Background: an optimization exercise with open tools, aiming at small area. Do not read the settings as production practice.
Only simulation tests tie the RTL to the original design; equivalence was not proved.
Power figures rest on the tool's default switching activity, not on a simulated workload.

==> design/flow/design.v <==
`timescale 1ns/1ps
module fsmc_regs_top (
    input  logic                      clk,
    input  logic                      rst_n,
    input  logic                      nadv,
    input  logic                      nwe,
    input  logic                      noe,
    input  logic [18-1:0] ad_bus,
    output logic [18-1:0] ad_drive,
    output logic                      ad_drive_en
);
    localparam int dw    = 16;
    localparam int len   = 7;        
    localparam int rings = 10;
    logic          nadv_s, nwe_s;    
    logic [3:0]    noe_hist;         
    logic          en_q;
    logic [2:0]    phase;            
    logic          clr;              
    logic [5:0]    addr_q;           
    logic [5:0]    waddr_q;          
    logic [dw-1:0] wdata_q;          
    logic          wpend;
    logic [dw-1:0] rdata_q;
    logic          wr_end;
    logic [rings-1:0] wsel;          
    logic [dw-1:0] tap [rings];
    logic [dw-1:0] head [rings];     
    logic [dw-1:0] rword;
    logic [rings-1:0] rsel;
    logic [2:0]    phase_p;          
    logic          rhit;
    logic          en_d, cap;
    function automatic logic [rings-1:0] at_tap(input logic [5:0] k, input logic [2:0] ph);
        at_tap = '0;
        if (k[2:0] != 3'd7)
            at_tap[k[5:3]] = (ph == k[2:0]);
        else if (k[5:3] != 3'd7)
            at_tap[8] = (ph == k[5:3]);
        else
            at_tap[9] = 1'b1;
    endfunction
    always_ff @(posedge clk or negedge rst_n) begin
        if (!rst_n) begin
            nadv_s   <= 1'b1;
            nwe_s    <= 1'b1;
            noe_hist <= '0;
            en_q     <= 1'b0;
        end else begin
            nadv_s   <= nadv;
            nwe_s    <= nwe;
            noe_hist <= {noe_hist[2:0], ~noe};
            en_q     <= en_d;
        end
    end
    always_ff @(posedge clk) begin
        if (!nadv)
            addr_q <= {ad_bus[17:16], ad_bus[3:0]};
    end
    always_ff @(posedge clk or negedge rst_n) begin
        if (!rst_n) begin
            phase <= '0;
            clr   <= 1'b1;
        end else begin
            phase <= (phase == 3'(len - 1)) ? '0 : phase + 1'b1;
            if (phase == 3'(len - 1))
                clr <= 1'b0;
        end
    end
    assign wr_end = nwe && !nwe_s;
    assign wsel   = wpend ? at_tap(waddr_q, phase) : '0;
    always_ff @(posedge clk) begin
        if (wr_end)
            waddr_q <= addr_q;
    end
    always_ff @(posedge clk or negedge rst_n) begin
        if (!rst_n) begin
            wdata_q <= '0;    
            wpend   <= 1'b0;
        end else begin
            if (wr_end)
                wdata_q <= ad_bus[dw-1:0];
            wpend <= wr_end || (wpend && !(|wsel));
        end
    end
    for (genvar r = 0; r < rings; r++) begin : g_ring
        localparam int n = (r == rings - 1) ? 1 : len;
        logic [n*dw-1:0] q;
        logic            we;
        assign we      = clr || wsel[r];
        assign tap[r]  = we ? wdata_q : q[n*dw-1 -: dw];
        assign head[r] = q[dw-1:0];
        always_ff @(posedge clk) begin
            if (n == 1)
                q <= tap[r];
            else
                q <= {q[n*dw-dw-1:0], tap[r]};
        end
    end
    assign phase_p = (phase == 3'd0) ? 3'(len - 1) : phase - 1'b1;
    assign rhit    = |at_tap(addr_q, phase_p);
    fsmc_ring_sel ring_sel_i (
        .k   (addr_q),
        .sel (rsel)
    );
    fsmc_word_mux word_mux_i (
        .sel   (rsel),
        .words ({head[9], head[8], head[7], head[6], head[5], head[4], head[3], head[2], head[1], head[0]}),
        .word  (rword)
    );
    assign en_d = |noe_hist[3:1];
    assign cap  = rhit && !(en_d && !nadv_s);
    always_ff @(posedge clk) begin
        if (cap)
            rdata_q <= rword;
    end
    assign ad_drive    = {2'b00, rdata_q};
    assign ad_drive_en = en_q;
endmodule
module fsmc_ring_sel (
    input  logic [5:0] k,
    output logic [9:0] sel
);
    always_comb begin
        sel = '0;
        if (k[2:0] != 3'd7)
            sel[k[5:3]] = 1'b1;
        else if (k[5:3] != 3'd7)
            sel[8] = 1'b1;
        else
            sel[9] = 1'b1;
    end
endmodule
module fsmc_word_mux (
    input  logic [9:0]     sel,
    input  logic [10*16-1:0] words,
    output logic [15:0]    word
);
    always_comb begin
        word = '0;
        for (int r = 0; r < 10; r++)
            word = word | ({16{sel[r]}} & words[r*16 +: 16]);
    end
endmodule
==> design/flow/flow/run.sh <==
#!/bin/bash
# The standard layout (standard.sh) with three changes:
#  - synthesis and repair may use only drive strength 1 logic cells (buffers, inverters,
#    flip-flops and clock cells are not restricted): extra_dont_use.txt is added to the
#    platform's don't-use list
#  - ports are buffered with buf_1
#  - clock tree: clkbuf_8 leaf clusters of up to 20 sinks, no dummy loads
set -euo pipefail
PLAT=$(make -s -C "$FLOW_HOME" DESIGN_CONFIG="$FLOW_CONFIG" WORK_HOME="$PWD/orfs" print-DONT_USE_CELLS 2>/dev/null | sed -n 's/^DONT_USE_CELLS: //p')
export DU="$PLAT $(cat flow/extra_dont_use.txt)"
export BUFFER_PORTS_ARGS="-buffer_cell sky130_fd_sc_hd__buf_1"
export CTS_ARGS="-sink_clustering_enable -repair_clock_nets -sink_clustering_size 20 -sink_clustering_max_diameter 100 -buf_list sky130_fd_sc_hd__clkbuf_8 -dont_use_dummy_load"
sed 's|"\${@:-finish}"|"DONT_USE_CELLS=$DU" "${@:-finish}"|' standard.sh > standard_du.sh
grep -q 'DONT_USE_CELLS=\$DU' standard_du.sh
echo "$DU" > dont_use.log
bash standard_du.sh > standard.log 2>&1
==> design/flow/flow/extra_dont_use.txt <==
sky130_fd_sc_hd__a2111o_2 sky130_fd_sc_hd__a2111o_4 sky130_fd_sc_hd__a2111oi_2 sky130_fd_sc_hd__a2111oi_4 sky130_fd_sc_hd__a211o_2 sky130_fd_sc_hd__a211o_4 sky130_fd_sc_hd__a211oi_2 sky130_fd_sc_hd__a211oi_4 sky130_fd_sc_hd__a21bo_2 sky130_fd_sc_hd__a21bo_4 sky130_fd_sc_hd__a21boi_2 sky130_fd_sc_hd__a21boi_4 sky130_fd_sc_hd__a21o_2 sky130_fd_sc_hd__a21o_4 sky130_fd_sc_hd__a21oi_2 sky130_fd_sc_hd__a21oi_4 sky130_fd_sc_hd__a221o_2 sky130_fd_sc_hd__a221o_4 sky130_fd_sc_hd__a221oi_2 sky130_fd_sc_hd__a221oi_4 sky130_fd_sc_hd__a22o_2 sky130_fd_sc_hd__a22o_4 sky130_fd_sc_hd__a22oi_2 sky130_fd_sc_hd__a22oi_4 sky130_fd_sc_hd__a2bb2o_2 sky130_fd_sc_hd__a2bb2o_4 sky130_fd_sc_hd__a2bb2oi_2 sky130_fd_sc_hd__a2bb2oi_4 sky130_fd_sc_hd__a311o_2 sky130_fd_sc_hd__a311o_4 sky130_fd_sc_hd__a311oi_2 sky130_fd_sc_hd__a311oi_4 sky130_fd_sc_hd__a31o_2 sky130_fd_sc_hd__a31o_4 sky130_fd_sc_hd__a31oi_2 sky130_fd_sc_hd__a31oi_4 sky130_fd_sc_hd__a32o_2 sky130_fd_sc_hd__a32o_4 sky130_fd_sc_hd__a32oi_2 sky130_fd_sc_hd__a32oi_4 sky130_fd_sc_hd__a41o_2 sky130_fd_sc_hd__a41o_4 sky130_fd_sc_hd__a41oi_2 sky130_fd_sc_hd__a41oi_4 sky130_fd_sc_hd__and2_2 sky130_fd_sc_hd__and2_4 sky130_fd_sc_hd__and2b_2 sky130_fd_sc_hd__and2b_4 sky130_fd_sc_hd__and3_2 sky130_fd_sc_hd__and3_4 sky130_fd_sc_hd__and3b_2 sky130_fd_sc_hd__and3b_4 sky130_fd_sc_hd__and4_2 sky130_fd_sc_hd__and4_4 sky130_fd_sc_hd__and4b_2 sky130_fd_sc_hd__and4b_4 sky130_fd_sc_hd__and4bb_2 sky130_fd_sc_hd__and4bb_4 sky130_fd_sc_hd__fa_2 sky130_fd_sc_hd__fa_4 sky130_fd_sc_hd__ha_2 sky130_fd_sc_hd__ha_4 sky130_fd_sc_hd__maj3_2 sky130_fd_sc_hd__maj3_4 sky130_fd_sc_hd__mux2_2 sky130_fd_sc_hd__mux2_4 sky130_fd_sc_hd__mux2_8 sky130_fd_sc_hd__mux2i_2 sky130_fd_sc_hd__mux2i_4 sky130_fd_sc_hd__mux4_2 sky130_fd_sc_hd__mux4_4 sky130_fd_sc_hd__nand2_2 sky130_fd_sc_hd__nand2_4 sky130_fd_sc_hd__nand2_8 sky130_fd_sc_hd__nand2b_2 sky130_fd_sc_hd__nand2b_4 sky130_fd_sc_hd__nand3_2 sky130_fd_sc_hd__nand3_4 sky130_fd_sc_hd__nand3b_2 sky130_fd_sc_hd__nand3b_4 sky130_fd_sc_hd__nand4_2 sky130_fd_sc_hd__nand4_4 sky130_fd_sc_hd__nand4b_2 sky130_fd_sc_hd__nand4b_4 sky130_fd_sc_hd__nand4bb_2 sky130_fd_sc_hd__nand4bb_4 sky130_fd_sc_hd__nor2_2 sky130_fd_sc_hd__nor2_4 sky130_fd_sc_hd__nor2_8 sky130_fd_sc_hd__nor2b_2 sky130_fd_sc_hd__nor2b_4 sky130_fd_sc_hd__nor3_2 sky130_fd_sc_hd__nor3_4 sky130_fd_sc_hd__nor3b_2 sky130_fd_sc_hd__nor3b_4 sky130_fd_sc_hd__nor4_2 sky130_fd_sc_hd__nor4_4 sky130_fd_sc_hd__nor4b_2 sky130_fd_sc_hd__nor4b_4 sky130_fd_sc_hd__nor4bb_2 sky130_fd_sc_hd__nor4bb_4 sky130_fd_sc_hd__o2111a_2 sky130_fd_sc_hd__o2111a_4 sky130_fd_sc_hd__o2111ai_2 sky130_fd_sc_hd__o2111ai_4 sky130_fd_sc_hd__o211a_2 sky130_fd_sc_hd__o211a_4 sky130_fd_sc_hd__o211ai_2 sky130_fd_sc_hd__o211ai_4 sky130_fd_sc_hd__o21a_2 sky130_fd_sc_hd__o21a_4 sky130_fd_sc_hd__o21ai_2 sky130_fd_sc_hd__o21ai_4 sky130_fd_sc_hd__o21ba_2 sky130_fd_sc_hd__o21ba_4 sky130_fd_sc_hd__o21bai_2 sky130_fd_sc_hd__o21bai_4 sky130_fd_sc_hd__o221a_2 sky130_fd_sc_hd__o221a_4 sky130_fd_sc_hd__o221ai_2 sky130_fd_sc_hd__o221ai_4 sky130_fd_sc_hd__o22a_2 sky130_fd_sc_hd__o22a_4 sky130_fd_sc_hd__o22ai_2 sky130_fd_sc_hd__o22ai_4 sky130_fd_sc_hd__o2bb2a_2 sky130_fd_sc_hd__o2bb2a_4 sky130_fd_sc_hd__o2bb2ai_2 sky130_fd_sc_hd__o2bb2ai_4 sky130_fd_sc_hd__o311a_2 sky130_fd_sc_hd__o311a_4 sky130_fd_sc_hd__o311ai_2 sky130_fd_sc_hd__o311ai_4 sky130_fd_sc_hd__o31a_2 sky130_fd_sc_hd__o31a_4 sky130_fd_sc_hd__o31ai_2 sky130_fd_sc_hd__o31ai_4 sky130_fd_sc_hd__o32a_2 sky130_fd_sc_hd__o32a_4 sky130_fd_sc_hd__o32ai_2 sky130_fd_sc_hd__o32ai_4 sky130_fd_sc_hd__o41a_2 sky130_fd_sc_hd__o41a_4 sky130_fd_sc_hd__o41ai_2 sky130_fd_sc_hd__o41ai_4 sky130_fd_sc_hd__or2_2 sky130_fd_sc_hd__or2_4 sky130_fd_sc_hd__or2b_2 sky130_fd_sc_hd__or2b_4 sky130_fd_sc_hd__or3_2 sky130_fd_sc_hd__or3_4 sky130_fd_sc_hd__or3b_2 sky130_fd_sc_hd__or3b_4 sky130_fd_sc_hd__or4_2 sky130_fd_sc_hd__or4_4 sky130_fd_sc_hd__or4b_2 sky130_fd_sc_hd__or4b_4 sky130_fd_sc_hd__or4bb_2 sky130_fd_sc_hd__or4bb_4 sky130_fd_sc_hd__sedfxbp_2 sky130_fd_sc_hd__sedfxtp_2 sky130_fd_sc_hd__sedfxtp_4 sky130_fd_sc_hd__xnor2_2 sky130_fd_sc_hd__xnor2_4 sky130_fd_sc_hd__xnor3_2 sky130_fd_sc_hd__xnor3_4 sky130_fd_sc_hd__xor2_2 sky130_fd_sc_hd__xor2_4 sky130_fd_sc_hd__xor3_2 sky130_fd_sc_hd__xor3_4
==> design/flow/standard.sh <==
#!/bin/bash
# synth_recipe.tcl (not shown) runs the flow's synth.tcl, then flattens the netlist and writes it again
# the make line also repeats each setting of config.mk as NAME=value (left out here)
make -C /OpenROAD-flow-scripts/flow DESIGN_CONFIG=/design/flow/config.mk WORK_HOME=/design/flow/orfs CLKGATE_MAP_FILE= SYNTH_SCRIPT=/design/flow/synth_recipe.tcl "${@:-finish}"
==> design/flow/config.mk <==
export PLATFORM = sky130hd
export DESIGN_NAME = fsmc_regs_top
export DESIGN_NICKNAME = fsmc_regs_top
export VERILOG_FILES = /design/flow/design.v
export SDC_FILE = /design/flow/constraint.sdc
export NUM_CORES = 4
export LEC_CHECK = 0
export CAP_MARGIN = 20
export CORE_MARGIN = 2
export CORE_UTILIZATION = 80
export SLEW_MARGIN = 20
export SYNTH_HIERARCHICAL = 1
==> design/flow/constraint.sdc <==
create_clock -name core_clock -period 5.0 [get_ports {clk}]
set_input_delay 1.0000 -clock core_clock [delete_from_list [all_inputs] [get_ports {clk}]]
set_output_delay 1.0000 -clock core_clock [all_outputs]
set_load 0.01 [all_outputs]
==> qor_table.md, run 1 <==
| Result | Reported | Unit |
| --- | --- | --- |
| Flops & latches, synth | 1,080 | - |
| Total internal power | 10.2 | mW |
| Final wirelength | 44,300 | um |
| Filler Cell Count | 1,354 | - |
| Post-Synthesis Cell Area | 0.0259 | mm^2 |
| Relative area change from synthesis to final layout | 5.00 | % |
| Worst r2r path cells | 7 | - |
| Number of nets with antenna violations after routing | 0 | - |
| Post-synthesis sequential area ratio | 0.858 | - |
| CP required | 5.38 | ns |
| Area of the multi-input gates | 0.00329 | mm^2 |
| Worst-Skew Late Latency | 0.65 | ns |
| Critical path arrival | 3.42 | ns |
| Post-Syn Area per Cell | 17.2 | um^2 |
| Post-synthesis instance total | 1,504 | - |
| Period utilisation layout | 0.608 | - |
| # rows | 65 | - |
| Number of distinct library cell variants in the gate-level netlist after synthesis | 47 | - |
| ANT cells | 0 | - |
| P_leak | 11.0 | nW |
| Min Clock Period, post-route | 3.04 | ns |
| Synthesis Warnings | 11 | - |
| Share of flip-flops with an asynchronous set or reset | 0.0259 | - |
| Crit path capture type | flop | - |
| Hold_buf cts | 0 | - |
| Kind of start point of the critical path | flop | - |
| Worst-case hold slack | 0.327 | ns |
| Area of the core region | 0.0317 | mm^2 |
| H-tree levels | 2 | - |
| Layout cell share with drive strength beyond 1 | 0.0527 | - |
| Seq. cell area | 0.0222 | mm^2 |
| Switching power total | 2.63 | mW |
| Crit-path max FO | 17 | - |
| TritonCTS clock tree | built | - |
| Achievable frequency | 329 | MHz |
| Number of max-slew violations in the final report | 0 | - |
| Die area | 0.0338 | mm^2 |
| Overall power consumption | 12.8 | mW |
| Cell types with the highest counts after synthesis | sky130_fd_sc_hd__dfxtp_1, sky130_fd_sc_hd__mux2_1, sky130_fd_sc_hd__a22oi_1, sky130_fd_sc_hd__edfxtp_1, sky130_fd_sc_hd__dfrtp_1 | - |
| Share of power burned in the clock network | 0.261 | - |
| Class of the worst hold path | flop to flop | - |
| Violation count after the first detailed-route iteration | 761 | - |
| Clock buffers created by TritonCTS | 59 | - |
| Drt pass-1 iters | 5 | - |
| Power per unit of standard cell area | 472 | mW/mm^2 |
| Total Negative Setup Slacks | 0 | ns |
| Number of sinks on the clock net | 1,080 | - |
| Max_slew headroom | 0.230 | - |
| Die boundary width | 184 | um |
| Sw Share | 0.205 | - |
| Number of I/O port buffers | 39 | - |
| Area leader, netlist | sky130_fd_sc_hd__dfxtp_1 | - |
| Maximum number of pins on one net before global-route repair | 29 | - |
| Drc violations | 0 | - |
| Number of nets in the layout | 1,614 | - |
| Overall track demand over capacity in global routing | 0.271 | - |
| Synth top area share | 0.780 | - |
| Gp weighted congestion | 0.786 | - |
| Vias per inst | 5.52 | - |
| Worst Clk Skew | 0.0268 | ns |
| Comb power frac | 0.017 | - |
| Peak VDD IR | 0.542 | mV |
| Global-route wire length before repair | 67,200 | um |
| Setup Fix Bufs, Post-CTS | 0 | - |
| Global route total overflow | 0 | - |
| Root Buffer | sky130_fd_sc_hd__clkbuf_8 | - |
| Actual slew at the worst max-slew pin | 1.16 | ns |
| Number of global-route vias before repair | 11.6k | - |
| I/O Pins | 42 | - |
| Sequential share of power | 0.721 | - |
| Final count of hold timing violations | 0 | - |
| Routed via count | 10.9k | - |
| Top flip-flop cell by instance count after synthesis | sky130_fd_sc_hd__dfxtp_1 | - |
| Cell count of the worst hold path | 0 | - |
| Effective utilization at floorplan | 0.816 | - |
| Post-route core utilization | 0.856 | - |
| Max cap viols | 0 | - |
| Post-synth EDFFs | 44 | - |
| Critical setup path kind | flop to flop | - |
| Final routed wire length divided by cell count | 22.4 | um |
| Synth area leaders | sky130_fd_sc_hd__dfxtp_1, sky130_fd_sc_hd__mux2_1, sky130_fd_sc_hd__edfxtp_1, sky130_fd_sc_hd__dfrtp_1, sky130_fd_sc_hd__a22oi_1 | - |
| Number of antenna violations at the first check in global routing | 0 | - |
| Setup repair after global routing missed its margin | no | - |
| Most used standard cell by instance count after synthesis | sky130_fd_sc_hd__dfxtp_1 | - |
| Clock-pin slew of the registers on the worst-case setup and hold paths | 0.12 | ns |
| Max Root-Sink Buffers | 3 | - |
| Resize count post-CTS | 0 | - |
| Height of the chip | 184 | um |
| Final setup violating endpoints | 0 | - |
| Half-perimeter wire length after placement | 27,400 | um |
| Run status | timing/DRC/antenna clean | - |
## final cells by class
class,count,area share
flip-flops and latches,1080,0.817
inverters,16,0.00221
multi-input cells,362,0.121
repair buffers,59,0.0110
clock buffers,59,0.0299
well taps,402,0.0185
## layout by cell type (no fill, tap or decap), types with 17 or more instances in the layout
master	Yosys	routed
sky130_fd_sc_hd__dfxtp_1	1008	1008
sky130_fd_sc_hd__buf_1	1	38
sky130_fd_sc_hd__a22oi_1	49	49
sky130_fd_sc_hd__nand4_1	19	19
sky130_fd_sc_hd__mux2_1	161	161
sky130_fd_sc_hd__clkbuf_8	1	59
sky130_fd_sc_hd__buf_4	3	20
sky130_fd_sc_hd__a221oi_1	17	17
sky130_fd_sc_hd__edfxtp_1	44	44
sky130_fd_sc_hd__dfrtp_1	25	25
## critical path: stages (launching register included)
cell                       delay [ns]
sky130_fd_sc_hd__edfxtp_1        0.56
sky130_fd_sc_hd__ha_1            0.24
sky130_fd_sc_hd__and3_1          0.92
sky130_fd_sc_hd__nor3_1          0.15
sky130_fd_sc_hd__buf_4           0.26
sky130_fd_sc_hd__a22o_1          0.22
sky130_fd_sc_hd__a221oi_1        0.27
sky130_fd_sc_hd__nand4_1         0.14
## power by group through the flow
stage	logic (mW)	registers [mW]	clock network, mW
floorplan	0.148	9.33	0
global placement	0.198	9.42	0
detailed placement	0.215	9.44	0
CTS	0.218	9.25	3.39
global route	0.236	9.29	3.69
finish	0.222	9.25	3.35
## logic make-up after synthesis
group / Yosys count / synth area share
DFF: 1080 / 0.858
muxes: 162 / 0.0705
AOI/OAI and AO/OA: 111 / 0.0328
and+or+nand+nor: 63 / 0.0135
buffers and inverters: 63 / 0.0148
adders and majority gates: 13 / 0.00629
xor gates and xnor gates: 11 / 0.00372
other: 1 / 0.000145
## metal layers
metal,vias to the layer above,track usage,part of all wire
met5,-,0,0
met4,0,0.0867,0.029
met3,112,0.0473,0.049
met2,314,0.429,0.45
met1,5382,0.388,0.47
li1,5114,-,-
## Yosys stat by module, one instance, submodules excluded
module / area, um^2 / cells
fsmc_regs_top: 24800 / 1363
fsmc_word_mux: 868 / 116
fsmc_ring_sel: 166 / 25
## state kept, by name, indices dropped and copies added, names as in the netlist
register	flops
addr_q	6
waddr_q	6
en_q	1
noe_hist	4
wpend	1
nadv_s	1
g_ring.q	1024
clr	1
nwe_s	1
phase	3
rdata_q	16
wdata_q	16
## metrics by stage
| step | cell area [um^2] | cells | worst slack, ns |
|---|---|---|---|
| 2_1_floorplan | 25900 | 1505 | 1.93 |
| 3_3_place_gp | 26400 | 1919 | 2.31 |
| 3_5_place_dp | 26400 | 1919 | 2.08 |
| 4_1_cts | 27200 | 1978 | 2.03 |
| 5_1_grt | 27200 | 1978 | 1.91 |
| 6_report | 27200 | 1978 | 1.96 |
## path summary, 6_finish.rpt
check / startpoint / end / slack, ns
min in group asynchronous: rst_n / wdata_q[6]$_DFFE_PN0P_ / 0.44
worst min register to register: g_ring[5].q[81]$_DFF_P_ / g_ring[5].q[97]$_DFF_P_ / 0.33
worst max-delay path: addr_q[4]$_DFFE_PN_ / rdata_q[7]$_DFFE_PP_ / 1.96
worst min-delay path: g_ring[5].q[81]$_DFF_P_ / g_ring[5].q[97]$_DFF_P_ / 0.33
worst max register to register: addr_q[4]$_DFFE_PN_ / rdata_q[7]$_DFFE_PP_ / 1.96
max in group asynchronous: rst_n / wdata_q[7]$_DFFE_PN0P_ / 3.95
==> run 2: changes to the inputs <==
--- a/design/flow/config.mk
+++ b/design/flow/config.mk
@@ -6,7 +6,7 @@
 export NUM_CORES = 4
 export LEC_CHECK = 0
-export CAP_MARGIN = 20
+export CAP_MARGIN = 0
 export CORE_MARGIN = 2
-export CORE_UTILIZATION = 80
-export SLEW_MARGIN = 20
+export CORE_UTILIZATION = 75
+export SLEW_MARGIN = 0
 export SYNTH_HIERARCHICAL = 1
==> run 2 against run 1 <==
  * Utilization is 6.2 points lower
  * Final area grew 0.27%
  * Global-route usage down 3.2 points
  * Still clean on timing, DRC and antenna
  * Sequential cell count unchanged
  * Final cell count is 2.7% higher
  * First-iteration DRC count fell by 11%
  * Power down 0.36%
  * Hold slack got worse by 0.011 ns
  * Largest power group unchanged
  * Critical endpoint is now rdata_q[11]$_DFFE_PP_
  * Die area rose by 6.5%
==> qor_table.md, run 2 <==
| Result | Reported | Unit | Delta |
| --- | --- | --- | --- |
| Clock buffers created by TritonCTS | 59 | - | unchanged |
| Setup Fix Bufs, Post-CTS | 0 | - | unchanged |
| Most used standard cell by instance count after synthesis | sky130_fd_sc_hd__dfxtp_1 | - |  |
| Crit-path max FO | 17 | - | unchanged |
| Root Buffer | sky130_fd_sc_hd__clkbuf_8 | - |  |
| Power per unit of standard cell area | 469 | mW/mm^2 | -0.63% |
| Violation count after the first detailed-route iteration | 680 | - | -11% |
| Hold_buf cts | 0 | - | unchanged |
| Final count of hold timing violations | 0 | - | unchanged |
| Drc violations | 0 | - | unchanged |
| Number of sinks on the clock net | 1,080 | - | unchanged |
| WP buf/inv | 1 | - | unchanged |
| Achievable frequency | 347 | MHz | +5.5% |
| Max stage delay on crit path | 0.87 | ns | -0.05 ns |
| Number of global-route vias before repair | 10.7k | - | -7.6% |
| Layout cell share with drive strength beyond 1 | 0.0533 | - | +0.000601 |
| Resize count post-CTS | 0 | - | unchanged |
| Series of cell instances along the critical path | ha_1, and3_1, nor3_1, buf_4, a22o_1, a221oi_1, nand4_1 | - |  |
| Slowest cell on crit path | sky130_fd_sc_hd__and3_1 | - |  |
| Number of nets with antenna violations after routing | 0 | - | unchanged |
| Cell types with the highest counts after synthesis | sky130_fd_sc_hd__dfxtp_1, sky130_fd_sc_hd__mux2_1, sky130_fd_sc_hd__a22oi_1, sky130_fd_sc_hd__edfxtp_1, sky130_fd_sc_hd__dfrtp_1 | - |  |
| Flops & latches, synth | 1,080 | - | unchanged |
| Post-synthesis instance total | 1,504 | - | unchanged |
| TritonCTS clock tree | built | - |  |
| Max FFs per register | 1,024 | - | unchanged |
| Post-synthesis sequential area ratio | 0.858 | - | unchanged |
| Critical setup path kind | flop to flop | - |  |
| Share of power burned in the clock network | 0.261 | - | about the same |
| Vias per inst | 5.18 | - | -6.1% |
| Max_slew headroom | 0.295 | - | +0.0648 |
| Min Clock Period, post-route | 2.88 | ns | -0.159 ns |
| Post-Synthesis Cell Area | 0.0259 | mm^2 | unchanged |
| Fin worst setup slack | 2.12 | ns | +0.159 ns |
| Actual slew at the worst max-slew pin | 1.06 | ns | -0.0972 ns |
| Number of nets in the layout | 1,615 | - | +0.062% |
| # rows | 68 | - | +4.6% |
| I/O Pins | 42 | - | unchanged |
| Share of flip-flops with an asynchronous set or reset | 0.0259 | - | unchanged |
| Final setup violating endpoints | 0 | - | unchanged |
| Run status | timing/DRC/antenna clean | - |  |
| ANT cells | 0 | - | unchanged |
| Worst Clk Skew | 0.0259 | ns | -0.000894 ns |
| Clock-pin slew of the registers on the worst-case setup and hold paths | 0.12 | ns | about the same |
| Effective utilization at floorplan | 0.755 | - | -0.0611 |
| Final wirelength | 41,600 | um | -6.0% |
| Switching power total | 2.59 | mW | -1.7% |
| CP top delay family | simple AND/OR/NAND/NOR gates | - |  |
| Crit path capture type | flop | - |  |
| Global route total overflow | 0 | - | unchanged |
| Die area | 0.0360 | mm^2 | +6.5% |
| Period utilisation layout | 0.576 | - | -0.0319 |
| Synth top area share | 0.780 | - | unchanged |
| Half-perimeter wire length after placement | 25,400 | um | -7.2% |
| Post-Syn Area per Cell | 17.2 | um^2 | unchanged |
| Largest registers | g_ring.q (1024), rdata_q (16), wdata_q (16) | - |  |
| Area of the core region | 0.0343 | mm^2 | +8.1% |
| Commonest non-fill, non-tap cells in the layout | sky130_fd_sc_hd__dfxtp_1, sky130_fd_sc_hd__mux2_1, sky130_fd_sc_hd__clkbuf_8 | - |  |
| Number of distinct library cell variants in the gate-level netlist after synthesis | 47 | - | unchanged |
| Top register by number of flip-flops | g_ring.q | - |  |
| Max cap viols | 0 | - | unchanged |
| H-tree levels | 2 | - | unchanged |
| Top flip-flop cell by instance count after synthesis | sky130_fd_sc_hd__dfxtp_1 | - |  |
| Total internal power | 10.2 | mW | about the same |
| Max Root-Sink Buffers | 3 | - | unchanged |
| Routed via count | 10.5k | - | -3.6% |
| Drt pass-1 iters | 4 | - | -1 |
| P_leak | 11.1 | nW | about the same |
| Gp weighted congestion | 0.799 | - | +1.6% |
| Worst-Skew Late Latency | 0.68 | ns | +0.03 ns |
| Relative area change from synthesis to final layout | 5.28 | % |  |
| Number of antenna violations at the first check in global routing | 0 | - | unchanged |
| Area leader, netlist | sky130_fd_sc_hd__dfxtp_1 | - |  |
| Critical path arrival | 3.30 | ns | -0.12 ns |
| Sequential share of power | 0.723 | - | +0.002 |
| Number of max-slew violations in the final report | 0 | - | unchanged |
| Overall track demand over capacity in global routing | 0.239 | - | -0.0316 |
| Global-route wire length before repair | 62,700 | um | -6.6% |
| Setup repair after global routing missed its margin | no | - |  |
| Comb power frac | 0.017 | - | about the same |
| Number of I/O port buffers | 39 | - | unchanged |
| Sw Share | 0.203 | - | -0.00278 |
| Setup slack, reg-to-reg | 2.12 | ns | +0.16 ns |
| Final routed wire length divided by cell count | 20.5 | um | -8.5% |
| Die boundary width | 190 | um | +3.2% |
| Total Negative Setup Slacks | 0 | ns | unchanged |
| Kind of start point of the critical path | flop | - |  |
| Maximum number of pins on one net before global-route repair | 29 | - | unchanged |
| Peak VDD IR | 0.352 | mV | -35% |
| Most common library cell in the layout ignoring fill and taps | sky130_fd_sc_hd__dfxtp_1 | - |  |
| Worst setup slack after placement | 2.22 | ns | +0.134 ns |
| Post-synth EDFFs | 44 | - | unchanged |
| Synthesis Warnings | 11 | - | unchanged |
| Class of the worst hold path | flop to flop | - |  |
| Height of the chip | 190 | um | +3.2% |
| Synth area leaders | sky130_fd_sc_hd__dfxtp_1, sky130_fd_sc_hd__mux2_1, sky130_fd_sc_hd__edfxtp_1, sky130_fd_sc_hd__dfrtp_1, sky130_fd_sc_hd__a22oi_1 | - |  |
| CP required | 5.42 | ns | +0.04 ns |
==> run 2: cell type report <==
class	count	area (um^2)
well taps	455	569
multi-input cells	362	3290
flip-flops and latches	1080	22200
inverters	16	60.1
fillers	1834	7050
repair buffers	60	305
clock buffers	59	812
==> run 2: worst reg2reg max path, cell delays in order, from the launching register on <==
cell and delay (ns):
sky130_fd_sc_hd__edfxtp_1 0.57, sky130_fd_sc_hd__ha_1 0.25, sky130_fd_sc_hd__and3_1 0.87, sky130_fd_sc_hd__nor3_1 0.15
sky130_fd_sc_hd__buf_4 0.24, sky130_fd_sc_hd__a22o_1 0.21, sky130_fd_sc_hd__a221oi_1 0.21, sky130_fd_sc_hd__nand4_1 0.13
==> run 2: worst paths after layout <==
path / start / end / cells past startpoint
max: addr_q[4]$_DFFE_PN_ / rdata_q[11]$_DFFE_PP_ / 7
min: g_ring[7].q[35]$_DFF_P_ / g_ring[7].q[51]$_DFF_P_ / 0
max reg2reg: addr_q[4]$_DFFE_PN_ / rdata_q[11]$_DFFE_PP_ / 7
min reg2reg: g_ring[7].q[35]$_DFF_P_ / g_ring[7].q[51]$_DFF_P_ / 0
max in group asynchronous: rst_n / wdata_q[11]$_DFFE_PN0P_ / 1
min in group asynchronous: rst_n / wdata_q[4]$_DFFE_PN0P_ / 1
==> run 2: per-module statistics from Yosys, one instance, submodules excluded <==
module	flops+latches	cells inside	copies in the design	cell area (um^2)
fsmc_regs_top	1080	1363	1	24800
fsmc_word_mux	0	116	1	868
fsmc_ring_sel	0	25	1	166
==> run 2: per-layer routing <==
metal | wire length, um | global-route usage
met5 | 0 | 0
met4 | 1150 | 0.0862
met3 | 2000 | 0.0402
met2 | 19000 | 0.384
met1 | 19400 | 0.335
==> run 2: kinds of logic (layout without fill, tap and decap cells) <==
family                     count (synthesis)  after routing  share of synthesized area
xor gates and xnor gates                  11             11                    0.00372
adders and majority gates                 13             13                    0.00629
and+or+nand+nor                           63             63                     0.0135
buffers and inverters                     63            135                     0.0148
DFF                                     1080           1080                      0.858
other                                      1              2                   0.000145
AOI/OAI and AO/OA                        111            111                     0.0328
muxes                                    162            162                     0.0705
==> run 2: power groups by stage <==
stage          Combinational, mW  Clock [mW]  Sequential (mW)
5_1_grt                    0.231        3.69             9.27
4_1_cts                    0.214        3.40             9.24
3_3_place_gp               0.201           0             9.41
6_report                   0.214        3.33             9.23
3_5_place_dp               0.212           0             9.43
2_1_floorplan              0.148           0             9.33
==> run 2: stage by stage <==
| stage | instances | util | hold WS, ns | area (um^2) | power, mW |
|---|---|---|---|---|---|
| CTS | 2032 | 0.794 | 0.316 | 27200 | 12.8 |
| global route | 2032 | 0.794 | 0.315 | 27200 | 13.2 |
| detailed placement | 1973 | 0.771 | 0.312 | 26400 | 9.64 |
| finish | 2032 | 0.794 | 0.316 | 27200 | 12.8 |
| global placement | 1973 | 0.771 | 0.310 | 26400 | 9.61 |
| floorplan | 1505 | - | 0.310 | 25900 | 9.48 |
==> run 3: changes to the inputs <==
--- a/design/flow/config.mk
+++ b/design/flow/config.mk
@@ -6,7 +6,9 @@
 export NUM_CORES = 4
 export LEC_CHECK = 0
-export CAP_MARGIN = 0
+export CAP_MARGIN = 20
 export CORE_MARGIN = 2
 export CORE_UTILIZATION = 75
-export SLEW_MARGIN = 0
+export GPL_ROUTABILITY_DRIVEN = 0
+export GPL_TIMING_DRIVEN = 0
+export SLEW_MARGIN = 20
 export SYNTH_HIERARCHICAL = 1
==> run 3 against run 2 <==
  * Area after synthesis unchanged
  * Combinational power grew 21%
  * Non-clock buffer count increased by 35
  * Clock skew up 0.033 ns
  * Count of clock-buffer cells in the layout stayed put
  * Global-route usage grew 0.86 points
  * Utilization grew 0.71 points
  * First-iteration DRC count shrank 28%
  * Largest power group unchanged
  * Highest routed layer unchanged
==> qor_table.md, run 3 <==
| Result | Reported | Unit | Delta |
| --- | --- | --- | --- |
| Post-synth EDFFs | 44 | - | unchanged |
| Number of max-slew violations in the final report | 0 | - | unchanged |
| Class of the worst hold path | input port to asynchronous set/reset pin | - |  |
| Die boundary width | 190 | um | unchanged |
| Number of I/O port buffers | 39 | - | unchanged |
| Largest registers | g_ring.q (1024), rdata_q (16), wdata_q (16) | - |  |
| Number of sinks on the clock net | 1,080 | - | unchanged |
| Routed via count | 10.8k | - | +2.3% |
| Number of cells in the design after placement | 2,008 | - | +1.8% |
| Peak VDD IR | 0.469 | mV | +33% |
| Crit-path max FO | 10 | - | -7 |
| Kind of start point of the critical path | flop | - |  |
| Global route total overflow | 0 | - | unchanged |
| Series of cell instances along the critical path | inv_1, ha_1, xnor2_1, and2b_1, and2_1, buf_6, clkbuf_1, a22oi_1, nand4_1 | - |  |
| Setup Fix Bufs, Post-CTS | 0 | - | unchanged |
| Max cap viols | 0 | - | unchanged |
| Worst-Skew Late Latency | 0.69 | ns | about the same |
| Run status | timing/DRC/antenna clean | - |  |
| Global-route wire length before repair | 65,400 | um | +4.2% |
| Violation count after the first detailed-route iteration | 488 | - | -28% |
| Top flip-flop cell by instance count after synthesis | sky130_fd_sc_hd__dfxtp_1 | - |  |
| Period utilisation layout | 0.621 | - | +0.0449 |
| Combinational family with the most area after synthesis | multiplexers | - |  |
| Overall track demand over capacity in global routing | 0.248 | - | +0.00865 |
| Final setup violating endpoints | 0 | - | unchanged |
| Clock buffers created by TritonCTS | 59 | - | unchanged |
| WP buf/inv | 3 | - | +2 |
| Critical setup path kind | flop to flop | - |  |
| Synthesized-area fraction occupied by ao, oa, aoi and oai cells | 0.0328 | - | unchanged |
| TritonCTS clock tree | built | - |  |
| Post-route core utilization | 0.801 | - | +0.00708 |
| Worst-case hold slack | 0.244 | ns | -0.0724 ns |
| Achievable frequency | 322 | MHz | -7.2% |
| CP top delay family | buffers and inverters | - |  |
| Root Buffer | sky130_fd_sc_hd__clkbuf_8 | - |  |
| Max stage delay on crit path | 0.78 | ns | -0.09 ns |
| Resize count post-CTS | 0 | - | unchanged |
| Drc violations | 0 | - | unchanged |
| Number of distinct library cell variants in the gate-level netlist after synthesis | 47 | - | unchanged |
| Most common library cell in the layout ignoring fill and taps | sky130_fd_sc_hd__dfxtp_1 | - |  |
| Maximum number of pins on one net before global-route repair | 21 | - | -28% |
| Max_slew headroom | 0.311 | - | +0.0164 |
| Effective utilization at floorplan | 0.755 | - | unchanged |
| Actual slew at the worst max-slew pin | 1.03 | ns | -0.0246 ns |
| Area of the core region | 0.0343 | mm^2 | unchanged |
| Cell types with the highest counts after synthesis | sky130_fd_sc_hd__dfxtp_1, sky130_fd_sc_hd__mux2_1, sky130_fd_sc_hd__a22oi_1, sky130_fd_sc_hd__edfxtp_1, sky130_fd_sc_hd__dfrtp_1 | - |  |
| Vias per inst | 5.21 | - | +0.55% |
| Final wirelength | 43,100 | um | +3.6% |
| Drt pass-1 iters | 6 | - | +2 |
| P_leak | 11.2 | nW | +1.4% |
| Flops & latches, synth | 1,080 | - | unchanged |
| Layout cell share with drive strength beyond 1 | 0.0670 | - | +0.0137 |
| Post-synthesis sequential area ratio | 0.858 | - | unchanged |
| Non-filler cells, final | 2,067 | - | +1.7% |
| Max Root-Sink Buffers | 3 | - | unchanged |
| Number of nets in the layout | 1,650 | - | +2.2% |
| Post-synthesis instance total | 1,504 | - | unchanged |
| Worst Clk Skew | 0.0584 | ns | +0.0325 ns |
| Critical path arrival | 3.57 | ns | +0.27 ns |
| Hold_buf cts | 0 | - | unchanged |
| Number of global-route vias before repair | 11.2k | - | +3.9% |
| Die area | 0.0360 | mm^2 | unchanged |
| Share of flip-flops with an asynchronous set or reset | 0.0259 | - | unchanged |
| Commonest non-fill, non-tap cells in the layout | sky130_fd_sc_hd__dfxtp_1, sky130_fd_sc_hd__mux2_1, sky130_fd_sc_hd__clkbuf_8 | - |  |
| Post-Syn Area per Cell | 17.2 | um^2 | unchanged |
| Synthesis Warnings | 11 | - | unchanged |
| Number of antenna violations at the first check in global routing | 0 | - | unchanged |
| Final count of hold timing violations | 0 | - | unchanged |
| Relative area change from synthesis to final layout | 6.22 | % |  |
| Min Clock Period, post-route | 3.10 | ns | +0.225 ns |
| Max FFs per register | 1,024 | - | unchanged |
| Synth top area share | 0.780 | - | unchanged |
| Synthesized-area fraction occupied by and/or/nand/nor cells | 0.0135 | - | unchanged |
| Crit path capture type | flop | - |  |
| ANT cells | 0 | - | unchanged |
| H-tree levels | 2 | - | unchanged |
| Final routed wire length divided by cell count | 20.9 | um | +1.9% |
| Clock-pin slew of the registers on the worst-case setup and hold paths | 0.11 | ns | about the same |
| Height of the chip | 190 | um | unchanged |
| Area leader, netlist | sky130_fd_sc_hd__dfxtp_1 | - |  |
| CP required | 5.47 | ns | +0.05 ns |
| Post-Synthesis Cell Area | 0.0259 | mm^2 | unchanged |
| Top register by number of flip-flops | g_ring.q | - |  |
| Synth Area in Adders | 0.00629 | - | unchanged |
| Half-perimeter wire length after placement | 26,100 | um | +2.7% |
| Most used standard cell by instance count after synthesis | sky130_fd_sc_hd__dfxtp_1 | - |  |
| Number of nets with antenna violations after routing | 0 | - | unchanged |
| Setup repair after global routing missed its margin | no | - |  |
| Power per unit of standard cell area | 467 | mW/mm^2 | -0.39% |
| Post-synthesis xor/xnor area fraction | 0.00372 | - | unchanged |
| # rows | 68 | - | unchanged |
| Mux share of post-synthesis cell area | 0.0705 | - | unchanged |
| Total Negative Setup Slacks | 0 | ns | unchanged |
| I/O Pins | 42 | - | unchanged |
| Synth area leaders | sky130_fd_sc_hd__dfxtp_1, sky130_fd_sc_hd__mux2_1, sky130_fd_sc_hd__edfxtp_1, sky130_fd_sc_hd__dfrtp_1, sky130_fd_sc_hd__a22oi_1 | - |  |
| Overall power consumption | 12.8 | mW | +0.50% |
| Slowest cell on crit path | sky130_fd_sc_hd__clkbuf_1 | - |  |
==> run 3: cell count changes in the layout (fill, tap and decap cells not counted), moves of 10 or more <==
cell	before	now
sky130_fd_sc_hd__buf_2	0	26
sky130_fd_sc_hd__buf_4	21	6
sky130_fd_sc_hd__buf_6	0	10
sky130_fd_sc_hd__clkbuf_1	0	11
==> run 3: logic make-up after synthesis <==
kind of cell / count (synthesis)
other: 1
multiplexers: 162
adder cells (fa/ha/maj): 13
flip-flops: 1080
XOR/XNOR: 11
AND/OR/NAND/NOR: 63
AO/OA/AOI/OAI: 111
buffers and inverters: 63
==> run 3: cell type report <==
| type | instances | area [um^2] |
|---|---|---|
| sequential | 1080 | 22200 |
| fill | 1862 | 6810 |
| multi-input combinational | 362 | 3290 |
| clock buffer | 59 | 812 |
| tap | 455 | 569 |
| buffer | 47 | 325 |
| timing repair buffer | 48 | 223 |
| inverter | 16 | 60.1 |
==> run 3: final timing paths <==
path / start / to / slack [ns] / cells past startpoint
worst max-delay path: addr_q[3]$_DFFE_PN_ / rdata_q[1]$_DFFE_PP_ / 1.90 / 9
worst min-delay path: rst_n / wdata_q[4]$_DFFE_PN0P_ / 0.24 / 1
worst max register to register: addr_q[3]$_DFFE_PN_ / rdata_q[1]$_DFFE_PP_ / 1.90 / 9
worst min register to register: g_ring[4].q[93]$_DFF_P_ / g_ring[4].q[109]$_DFF_P_ / 0.28 / 0
max in group asynchronous: rst_n / clr$_DFFE_PN1P_ / 4.17 / 2
min in group core_clock: g_ring[4].q[93]$_DFF_P_ / g_ring[4].q[109]$_DFF_P_ / 0.28 / 0
==> run 3: Yosys stat by module (local to each module, per instance) <==
module / cells inside / flip-flops and latches / cell area (um^2)
fsmc_word_mux: 116 / 0 / 868
fsmc_regs_top: 1363 / 1080 / 24800
fsmc_ring_sel: 25 / 0 / 166
==> run 3: report_power, final <==
| part | internal (mW) | switching, mW |
|---|---|---|
| clock network | 1.06 | 2.30 |
| logic | 0.0989 | 0.159 |
| registers | 9.04 | 0.181 |
| total | 10.2 | 2.64 |
==> run 3: through the flow <==
step,setup WS (ns),cell area [um^2]
3_5_place_dp,1.90,26700
2_1_floorplan,1.93,25900
3_3_place_gp,-0.205,26600
6_report,1.90,27500
4_1_cts,1.92,27500
5_1_grt,1.78,27500
==> run 3: per-layer routing <==
metal	up-vias	global-route usage	share of wire
met5	-	0	0
met4	0	0.0811	0.028
met3	83	0.0389	0.031
met2	187	0.407	0.47
met1	5324	0.344	0.47
li1	5180	-	-
==> run 4: changes to the inputs <==
--- a/design/flow/config.mk
+++ b/design/flow/config.mk
@@ -9,6 +9,5 @@
 export CORE_MARGIN = 2
 export CORE_UTILIZATION = 75
-export GPL_ROUTABILITY_DRIVEN = 0
-export GPL_TIMING_DRIVEN = 0
+export PLACE_DENSITY = 0.85
 export SLEW_MARGIN = 20
 export SYNTH_HIERARCHICAL = 1
==> run 4 against run 3 <==
  * Synthesized cell count stayed put
  * Fmax is 3.7% lower
  * Die area stayed put
  * Via count is 2.8% higher
  * Clock power hardly changed
  * Power hardly changed
  * Critical path type unchanged
==> qor_table.md, run 4 <==
| Result | Reported | Unit | Delta |
| --- | --- | --- | --- |
| ANT cells | 0 | - | unchanged |
| Sw Share | 0.206 | - | +0.000897 |
| Area of the core region | 0.0343 | mm^2 | unchanged |
| Setup repair after global routing missed its margin | no | - |  |
| Clock-pin slew of the registers on the worst-case setup and hold paths | 0.11 | ns | about the same |
| Worst r2r path cells | 7 | - | -2 |
| Violation count after the first detailed-route iteration | 789 | - | +62% |
| Most used standard cell by instance count after synthesis | sky130_fd_sc_hd__dfxtp_1 | - |  |
| Die area | 0.0360 | mm^2 | unchanged |
| Final wirelength | 45,800 | um | +6.2% |
| Number of antenna violations at the first check in global routing | 0 | - | unchanged |
| Synthesis Warnings | 11 | - | unchanged |
| Sequential share of power | 0.720 | - | +0.002 |
| Number of nets in the layout | 1,615 | - | -2.1% |
| Period utilisation layout | 0.645 | - | +0.0240 |
| Number of distinct library cell variants in the gate-level netlist after synthesis | 47 | - | unchanged |
| Actual slew at the worst max-slew pin | 1.27 | ns | +0.236 ns |
| Top flip-flop cell by instance count after synthesis | sky130_fd_sc_hd__dfxtp_1 | - |  |
| I/O Pins | 42 | - | unchanged |
| Filler Cell Count | 1,700 | - | -8.7% |
| Setup Fix Bufs, Post-CTS | 0 | - | unchanged |
| Worst Clk Skew | 0.0331 | ns | -0.0254 ns |
| Post-synthesis instance total | 1,504 | - | unchanged |
| Post-Syn Area per Cell | 17.2 | um^2 | unchanged |
| Largest registers | g_ring.q (1024), rdata_q (16), wdata_q (16) | - |  |
| Area of the multi-input gates | 0.00329 | mm^2 | unchanged |
| Global route total overflow | 0 | - | unchanged |
| Number of cells in the design after placement | 1,971 | - | -1.8% |
| Number of nets with antenna violations after routing | 0 | - | unchanged |
| Synth area leaders | sky130_fd_sc_hd__dfxtp_1, sky130_fd_sc_hd__mux2_1, sky130_fd_sc_hd__edfxtp_1, sky130_fd_sc_hd__dfrtp_1, sky130_fd_sc_hd__a22oi_1 | - |  |
| Achievable frequency | 310 | MHz | -3.7% |
| Class of the worst hold path | flop to flop | - |  |
| Commonest non-fill, non-tap cells in the layout | sky130_fd_sc_hd__dfxtp_1, sky130_fd_sc_hd__mux2_1, sky130_fd_sc_hd__clkbuf_8 | - |  |
| Max_slew headroom | 0.153 | - | -0.158 |
| Number of sinks on the clock net | 1,080 | - | unchanged |
| Crit-path max FO | 17 | - | +7 |
| Overall track demand over capacity in global routing | 0.260 | - | +0.0119 |
| Number of global-route vias before repair | 11.5k | - | +3.2% |
| Routed met2 length | 21,700 | um | +7.3% |
| Routed metal-1 wirelength | 20,100 | um | -1.4% |
| Switching power total | 2.65 | mW | +0.44% |
| Area leader, netlist | sky130_fd_sc_hd__dfxtp_1 | - |  |
| Clock buffers created by TritonCTS | 59 | - | unchanged |
| Total internal power | 10.2 | mW | -0.10% |
| Final setup violating endpoints | 0 | - | unchanged |
| Max cap viols | 0 | - | unchanged |
| Peak VDD IR | 0.368 | mV | -22% |
| Post-synth EDFFs | 44 | - | unchanged |
| Layout cell share with drive strength beyond 1 | 0.0533 | - | -0.0137 |
| Crit path capture type | flop | - |  |
| Share of flip-flops with an asynchronous set or reset | 0.0259 | - | unchanged |
| Synth top area share | 0.780 | - | unchanged |
| Uppermost layer routed | met4 | - |  |
| Relative area change from synthesis to final layout | 5.34 | % |  |
| Routed wl met3 | 2600 | um | +95% |
| Power per unit of standard cell area | 471 | mW/mm^2 | +0.84% |
| Half-perimeter wire length after placement | 27,400 | um | +5.0% |
| Number of max-slew violations in the final report | 0 | - | unchanged |
| Seq. cell area | 0.0222 | mm^2 | unchanged |
| Non-filler cells, final | 2,032 | - | -1.7% |
| Critical setup path kind | flop to flop | - |  |
| CP required | 5.38 | ns | -0.09 ns |
| Hold_buf cts | 0 | - | unchanged |
| Post-Place Cell Area | 0.0264 | mm^2 | -0.97% |
| Gp weighted congestion | 0.824 | - |  |
| Worst-Skew Late Latency | 0.66 | ns | -0.03 ns |
| Total Negative Setup Slacks | 0 | ns | unchanged |
| Post-synthesis sequential area ratio | 0.858 | - | unchanged |
| Post-Synthesis Cell Area | 0.0259 | mm^2 | unchanged |
| Global-route wire length before repair | 68,200 | um | +4.3% |
| Routed via count | 11.1k | - | +2.8% |
| P_leak | 11.1 | nW | -1.3% |
| Cell types with the highest counts after synthesis | sky130_fd_sc_hd__dfxtp_1, sky130_fd_sc_hd__mux2_1, sky130_fd_sc_hd__a22oi_1, sky130_fd_sc_hd__edfxtp_1, sky130_fd_sc_hd__dfrtp_1 | - |  |
| # rows | 68 | - | unchanged |
| Height of the chip | 190 | um | unchanged |
| Flops & latches, synth | 1,080 | - | unchanged |
| Min Clock Period, post-route | 3.22 | ns | +0.120 ns |
| Resize count post-CTS | 0 | - | unchanged |
| Maximum number of pins on one net before global-route repair | 29 | - | +38% |
| TritonCTS clock tree | built | - |  |
| Root Buffer | sky130_fd_sc_hd__clkbuf_8 | - |  |
| Number of I/O port buffers | 39 | - | unchanged |
| Final routed wire length divided by cell count | 22.6 | um | +8.1% |
| Top register by number of flip-flops | g_ring.q | - |  |
| Run status | timing/DRC/antenna clean | - |  |
| H-tree levels | 2 | - | unchanged |
| Kind of start point of the critical path | flop | - |  |
| Worst-case hold slack | 0.318 | ns | +0.0742 ns |
| Effective utilization at floorplan | 0.755 | - | unchanged |
| Vias per inst | 5.45 | - | +4.6% |
| Comb power frac | 0.018 | - | -0.002 |
| Drc violations | 0 | - | unchanged |
| Share of power burned in the clock network | 0.262 | - | about the same |
| Most common library cell in the layout ignoring fill and taps | sky130_fd_sc_hd__dfxtp_1 | - |  |
| Max FFs per register | 1,024 | - | unchanged |
| Finished Cell Area | 0.0273 | mm^2 | -0.83% |
| Max Root-Sink Buffers | 3 | - | unchanged |
| Cell count of the worst hold path | 0 | - |  |
| Critical path arrival | 3.60 | ns | +0.03 ns |
| Final count of hold timing violations | 0 | - | unchanged |
| Die boundary width | 190 | um | unchanged |
| Drt pass-1 iters | 5 | - | -1 |
## run 4: cell counts after synthesis
Identical to the previous run, type by type.
## run 4: layout make-up
cell class                 instances  share of cell area
clock buffer                      59              0.0298
inverter                          16             0.00220
multi-input combinational        362               0.121
sequential                      1080               0.815
tap                              455              0.0209
timing repair buffer              60              0.0118
## run 4: worst paths after layout
check	end	start	slack, ns
hold / removal	g_ring[5].q[81]$_DFF_P_	g_ring[5].q[65]$_DFF_P_	0.32
setup / recovery	rdata_q[5]$_DFFE_PP_	addr_q[4]$_DFFE_PN_	1.78
hold reg to reg	g_ring[5].q[81]$_DFF_P_	g_ring[5].q[65]$_DFF_P_	0.32
min in group asynchronous	wdata_q[12]$_DFFE_PN0P_	rst_n	0.50
setup reg to reg	rdata_q[5]$_DFFE_PP_	addr_q[4]$_DFFE_PN_	1.78
max in group asynchronous	wdata_q[8]$_DFFE_PN0P_	rst_n	3.89
## run 4: power by group through the flow
stage | combinational, mW | clock, mW | sequential [mW]
after floorplan | 0.148 | 0 | 9.33
after global placement | 0.202 | 0 | 9.41
after detailed placement | 0.221 | 0 | 9.44
after CTS | 0.227 | 3.40 | 9.25
after global routing | 0.248 | 3.69 | 9.28
final | 0.236 | 3.36 | 9.25
## run 4: modules after synthesis (local to each module, per instance)
module	copies in the design	flops+latches
fsmc_word_mux	1	0
fsmc_ring_sel	1	0
fsmc_regs_top	1	1080
## run 4: critical path, cell delays in order, from the launching register on
cell	delay, ns
sky130_fd_sc_hd__edfxtp_1	0.57
sky130_fd_sc_hd__ha_1	0.24
sky130_fd_sc_hd__and3_1	0.99
sky130_fd_sc_hd__nor3_1	0.20
sky130_fd_sc_hd__buf_4	0.28
sky130_fd_sc_hd__a22o_1	0.22
sky130_fd_sc_hd__a221oi_1	0.28
sky130_fd_sc_hd__nand4_1	0.17
## run 4: cell families (layout without fill, tap and decap cells)
logic type | after synthesis | count (layout) | synth area share
muxes | 162 | 162 | 0.0705
and+or+nand+nor | 63 | 63 | 0.0135
adders and majority gates | 13 | 13 | 0.00629
xor gates and xnor gates | 11 | 11 | 0.00372
buffers and inverters | 63 | 135 | 0.0148
AOI/OAI and AO/OA | 111 | 111 | 0.0328
DFF | 1080 | 1080 | 0.858
other | 1 | 2 | 0.000145
## run 4: stage by stage
step	setup slack (ns)	power [mW]	utilization
after global placement	2.23	9.61	0.770
after CTS	1.92	12.9	0.794
after floorplan	1.93	9.48	-
after global routing	1.77	13.2	0.795
after detailed placement	1.96	9.66	0.770
final	1.78	12.8	0.795
## run 4: metal layers
layer / GRT usage / up-vias
li1: - / 5122
met1: 0.357 / 5445
met2: 0.423 / 395
met3: 0.0435 / 117
met4: 0.0966 / 0
met5: 0 / -
==> run 5: changes to the inputs <==
--- a/design/flow/config.mk
+++ b/design/flow/config.mk
@@ -9,5 +9,4 @@
 export CORE_MARGIN = 2
 export CORE_UTILIZATION = 75
-export PLACE_DENSITY = 0.85
 export SLEW_MARGIN = 20
 export SYNTH_HIERARCHICAL = 1
==> run 5 against run 4 <==
  * Final cell count stayed put
  * Count of clock-buffer cells in the layout unchanged
  * Critical endpoint is now rdata_q[11]$_DFFE_PP_
  * Via count decreased by 4.9%
  * Sequential share of layout area about the same
  * Largest cell class unchanged
  * Still clean
==> qor_table.md, run 5 <==
| Result | Reported | Unit | Delta |
| --- | --- | --- | --- |
| WP buf/inv | 1 | - | unchanged |
| Critical path arrival | 3.30 | ns | -0.30 ns |
| # rows | 68 | - | unchanged |
| Worst hold start | g_ring[7].q[35]$_DFF_P_ | - |  |
| Setup repair after global routing missed its margin | no | - |  |
| I/O Pins | 42 | - | unchanged |
| Post-route core utilization | 0.794 | - | about the same |
| Overall track demand over capacity in global routing | 0.239 | - | -0.0205 |
| Fin worst setup slack | 2.12 | ns | +0.345 ns |
| Commonest non-fill, non-tap cells in the layout | sky130_fd_sc_hd__dfxtp_1, sky130_fd_sc_hd__mux2_1, sky130_fd_sc_hd__clkbuf_8 | - |  |
| Comb power frac | 0.017 | - | about the same |
| Most common library cell in the layout ignoring fill and taps | sky130_fd_sc_hd__dfxtp_1 | - |  |
| Top flip-flop cell by instance count after synthesis | sky130_fd_sc_hd__dfxtp_1 | - |  |
| Number of distinct library cell variants in the gate-level netlist after synthesis | 47 | - | unchanged |
| Worst Clk Skew | 0.0259 | ns | -0.00711 ns |
| Non-filler cells, final | 2,032 | - | unchanged |
| Endpoint of the lowest-slack register-to-register path | rdata_q[11]$_DFFE_PP_ | - |  |
| H-tree levels | 2 | - | unchanged |
| Hold_buf cts | 0 | - | unchanged |
| Largest registers | g_ring.q (1024), rdata_q (16), wdata_q (16) | - |  |
| ANT cells | 0 | - | unchanged |
| Root Buffer | sky130_fd_sc_hd__clkbuf_8 | - |  |
| Post-synthesis instance total | 1,504 | - | unchanged |
| Worst setup slack after placement | 2.22 | ns | +0.254 ns |
| Clock buffers created by TritonCTS | 59 | - | unchanged |
| Share of flip-flops with an asynchronous set or reset | 0.0259 | - | unchanged |
| Gp weighted congestion | 0.799 | - | -3.0% |
| Routed via count | 10.5k | - | -4.9% |
| Power per unit of standard cell area | 469 | mW/mm^2 | -0.45% |
| Drc violations | 0 | - | unchanged |
| Maximum number of pins on one net before global-route repair | 29 | - | unchanged |
| Top register by number of flip-flops | g_ring.q | - |  |
| Kind of start point of the critical path | flop | - |  |
| Number of cells in the design after placement | 1,973 | - | +0.10% |
| Worst r2r path cells | 7 | - | unchanged |
| CP top delay family | simple AND/OR/NAND/NOR gates | - |  |
| Worst-Skew Late Latency | 0.68 | ns | +0.02 ns |
| Drt pass-1 iters | 4 | - | -1 |
| Total internal power | 10.2 | mW | about the same |
| Period utilisation layout | 0.576 | - | -0.0690 |
| Peak VDD IR | 0.352 | mV | -4.2% |
| Max FFs per register | 1,024 | - | unchanged |
| Switching power total | 2.59 | mW | -2.3% |
| Synth top area share | 0.780 | - | unchanged |
| Number of max-slew violations in the final report | 0 | - | unchanged |
| Critical setup path kind | flop to flop | - |  |
| Area leader, netlist | sky130_fd_sc_hd__dfxtp_1 | - |  |
| Number of nets in the layout | 1,615 | - | unchanged |
| P_leak | 11.1 | nW | about the same |
| Number of sinks on the clock net | 1,080 | - | unchanged |
| Actual slew at the worst max-slew pin | 1.06 | ns | -0.212 ns |
| Slowest cell on crit path | sky130_fd_sc_hd__and3_1 | - |  |
| Worst reg2reg startpoint | addr_q[4]$_DFFE_PN_ | - |  |
| Area of the multi-input gates | 0.00329 | mm^2 | unchanged |
| Post-Syn Area per Cell | 17.2 | um^2 | unchanged |
| Series of cell instances along the critical path | ha_1, and3_1, nor3_1, buf_4, a22o_1, a221oi_1, nand4_1 | - |  |
| Number of I/O port buffers | 39 | - | unchanged |
| Effective utilization at floorplan | 0.755 | - | unchanged |
| Most used standard cell by instance count after synthesis | sky130_fd_sc_hd__dfxtp_1 | - |  |
| Final wirelength | 41,600 | um | -9.2% |
| Number of nets with antenna violations after routing | 0 | - | unchanged |
| Clock-pin slew of the registers on the worst-case setup and hold paths | 0.12 | ns | about the same |
| Seq. cell area | 0.0222 | mm^2 | unchanged |
| Setup Fix Bufs, Post-CTS | 0 | - | unchanged |
| Synthesis Warnings | 11 | - | unchanged |
| Final routed wire length divided by cell count | 20.5 | um | -9.2% |
| Filler Cell Count | 1,834 | - | +7.9% |
| Cell count of the worst hold path | 0 | - | unchanged |
| Relative area change from synthesis to final layout | 5.28 | % | about the same |
| Die boundary width | 190 | um | unchanged |
| Post-Synthesis Cell Area | 0.0259 | mm^2 | unchanged |
| Flops & latches, synth | 1,080 | - | unchanged |
| Setup slack, reg-to-reg | 2.12 | ns | +0.34 ns |
| CP required | 5.42 | ns | +0.04 ns |
| Worst hold path endpoint | g_ring[7].q[51]$_DFF_P_ | - |  |
| Run status | timing/DRC/antenna clean | - |  |
| Max cap viols | 0 | - | unchanged |
| Final count of hold timing violations | 0 | - | unchanged |
| Die area | 0.0360 | mm^2 | unchanged |
| Share of power burned in the clock network | 0.261 | - | about the same |
| Area of the core region | 0.0343 | mm^2 | unchanged |
| Number of global-route vias before repair | 10.7k | - | -6.7% |
| Synth area leaders | sky130_fd_sc_hd__dfxtp_1, sky130_fd_sc_hd__mux2_1, sky130_fd_sc_hd__edfxtp_1, sky130_fd_sc_hd__dfrtp_1, sky130_fd_sc_hd__a22oi_1 | - |  |
| Half-perimeter wire length after placement | 25,400 | um | -7.3% |
| Sw Share | 0.203 | - | -0.00377 |
| Post-synth EDFFs | 44 | - | unchanged |
| Global-route wire length before repair | 62,700 | um | -8.1% |
| Violation count after the first detailed-route iteration | 680 | - | -14% |
| Min Clock Period, post-route | 2.88 | ns | -0.345 ns |
| Class of the worst hold path | flop to flop | - |  |
| Sequential share of power | 0.723 | - | +0.003 |
| TritonCTS clock tree | built | - |  |
| Total Negative Setup Slacks | 0 | ns | unchanged |
| Cell types with the highest counts after synthesis | sky130_fd_sc_hd__dfxtp_1, sky130_fd_sc_hd__mux2_1, sky130_fd_sc_hd__a22oi_1, sky130_fd_sc_hd__edfxtp_1, sky130_fd_sc_hd__dfrtp_1 | - |  |
| Resize count post-CTS | 0 | - | unchanged |
| Max Root-Sink Buffers | 3 | - | unchanged |
| Crit path capture type | flop | - |  |
| Number of antenna violations at the first check in global routing | 0 | - | unchanged |
| Max stage delay on crit path | 0.87 | ns | -0.12 ns |
| Achievable frequency | 347 | MHz | +12% |
| Height of the chip | 190 | um | unchanged |
| Crit-path max FO | 17 | - | unchanged |
| Final setup violating endpoints | 0 | - | unchanged |
| Post-synthesis sequential area ratio | 0.858 | - | unchanged |
| Layout cell share with drive strength beyond 1 | 0.0533 | - | unchanged |
| Global route total overflow | 0 | - | unchanged |
| Max_slew headroom | 0.295 | - | +0.141 |
| Vias per inst | 5.18 | - | -4.9% |
[run 5: cell counts after synthesis]
No cell type changed its count.
[run 5: worst max-delay path by stage]
stage,from,end,slack (ns),cells past startpoint
floorplan,phase[0]$_DFF_PN0_,rdata_q[0]$_DFFE_PP_,1.93,8
CTS,addr_q[4]$_DFFE_PN_,rdata_q[5]$_DFFE_PP_,2.22,7
global route,addr_q[4]$_DFFE_PN_,rdata_q[9]$_DFFE_PP_,1.99,7
global placement,addr_q[4]$_DFFE_PN_,rdata_q[9]$_DFFE_PP_,2.34,7
detailed placement,addr_q[4]$_DFFE_PN_,rdata_q[5]$_DFFE_PP_,2.22,7
finish,addr_q[4]$_DFFE_PN_,rdata_q[11]$_DFFE_PP_,2.12,7
[run 5: cell families after synthesis]
family | count (synthesis) | synth area share
xor gates and xnor gates | 11 | 0.00372
buffers and inverters | 63 | 0.0148
other | 1 | 0.000145
AOI/OAI and AO/OA | 111 | 0.0328
DFF | 1080 | 0.858
muxes | 162 | 0.0705
and+or+nand+nor | 63 | 0.0135
adders and majority gates | 13 | 0.00629
[run 5: layout make-up]
cell class                 instances  area share
tap                              455      0.0209
multi-input combinational        362       0.121
timing repair buffer              60      0.0112
sequential                      1080       0.815
clock buffer                      59      0.0298
inverter                          16     0.00220
[run 5: Yosys stat by module, one instance, submodules excluded]
module         copies in the design  cells  cell area [um^2]  flip-flops and latches
fsmc_word_mux                     1    116               868                       0
fsmc_regs_top                     1   1363             24800                    1080
fsmc_ring_sel                     1     25               166                       0
[run 5: through the flow]
| stage | hold slack [ns] | instance area [um^2] | total power, mW |
|---|---|---|---|
| final | 0.316 | 27200 | 12.8 |
| after floorplan | 0.310 | 25900 | 9.48 |
| after detailed placement | 0.312 | 26400 | 9.64 |
| after global placement | 0.310 | 26400 | 9.61 |
| after global routing | 0.315 | 27200 | 13.2 |
| after CTS | 0.316 | 27200 | 12.8 |
[run 5: worst register-to-register path: stages, from the launching register on]
cell and delay, ns:
sky130_fd_sc_hd__edfxtp_1 0.57, sky130_fd_sc_hd__ha_1 0.25, sky130_fd_sc_hd__and3_1 0.87, sky130_fd_sc_hd__nor3_1 0.15, sky130_fd_sc_hd__buf_4 0.24, sky130_fd_sc_hd__a22o_1 0.21
sky130_fd_sc_hd__a221oi_1 0.21, sky130_fd_sc_hd__nand4_1 0.13
[run 5: per-layer routing]
metal / routed length, um / GRT usage / vias up
met3: 2000 / 0.0402 / 76
met2: 19000 / 0.384 / 253
met5: 0 / 0 / -
met4: 1150 / 0.0862 / 0
li1: - / - / 5121
met1: 19400 / 0.335 / 5084
[run 5: power groups by stage]
stage                     Clock (mW)  Sequential (mW)  Combinational (mW)
after floorplan                    0             9.33               0.148
after global placement             0             9.41               0.201
after CTS                       3.40             9.24               0.214
after global routing            3.69             9.27               0.231
final                           3.33             9.23               0.214
after detailed placement           0             9.43               0.212

-- static timing again, ports no longer ideal --
The flow's constraints put no driver on any port. The routed layouts listed below were extracted and timed again, unchanged, in two steps.
Step 1 (the two cells are an assumption about what drives the block):
set clk [get_ports {clk}]
set_driving_cell -lib_cell sky130_fd_sc_hd__clkbuf_16 $clk
set_driving_cell -lib_cell sky130_fd_sc_hd__buf_2 [delete_from_list [all_inputs] $clk]
Step 2 moves the port delays by t, midway between the first and last clock arrival at a register: inputs arrive t later, outputs are due t later. That takes back most of the time a late clock gives input paths.
a / b / c = ideal ports / drivers / drivers and shift; a / b = the first two.
run	t (ns)	slack for setup (ns)	worst setup path at the end
run 1	0.688	1.962 / 1.962 / 1.962	register to register
run 2	0.714	2.121 / 2.121 / 2.121	register to register
run 3	0.706	1.897 / 1.897 / 1.850	input to register
run 4	0.694	1.776 / 1.776 / 1.776	register to register
run 5	0.714	2.121 / 2.121 / 2.121	register to register
After both steps every run listed still meets setup and hold. For run 3, which loses most, drivers alone change the setup slack by 0.000 ns; drivers and shift together by -0.047 ns.
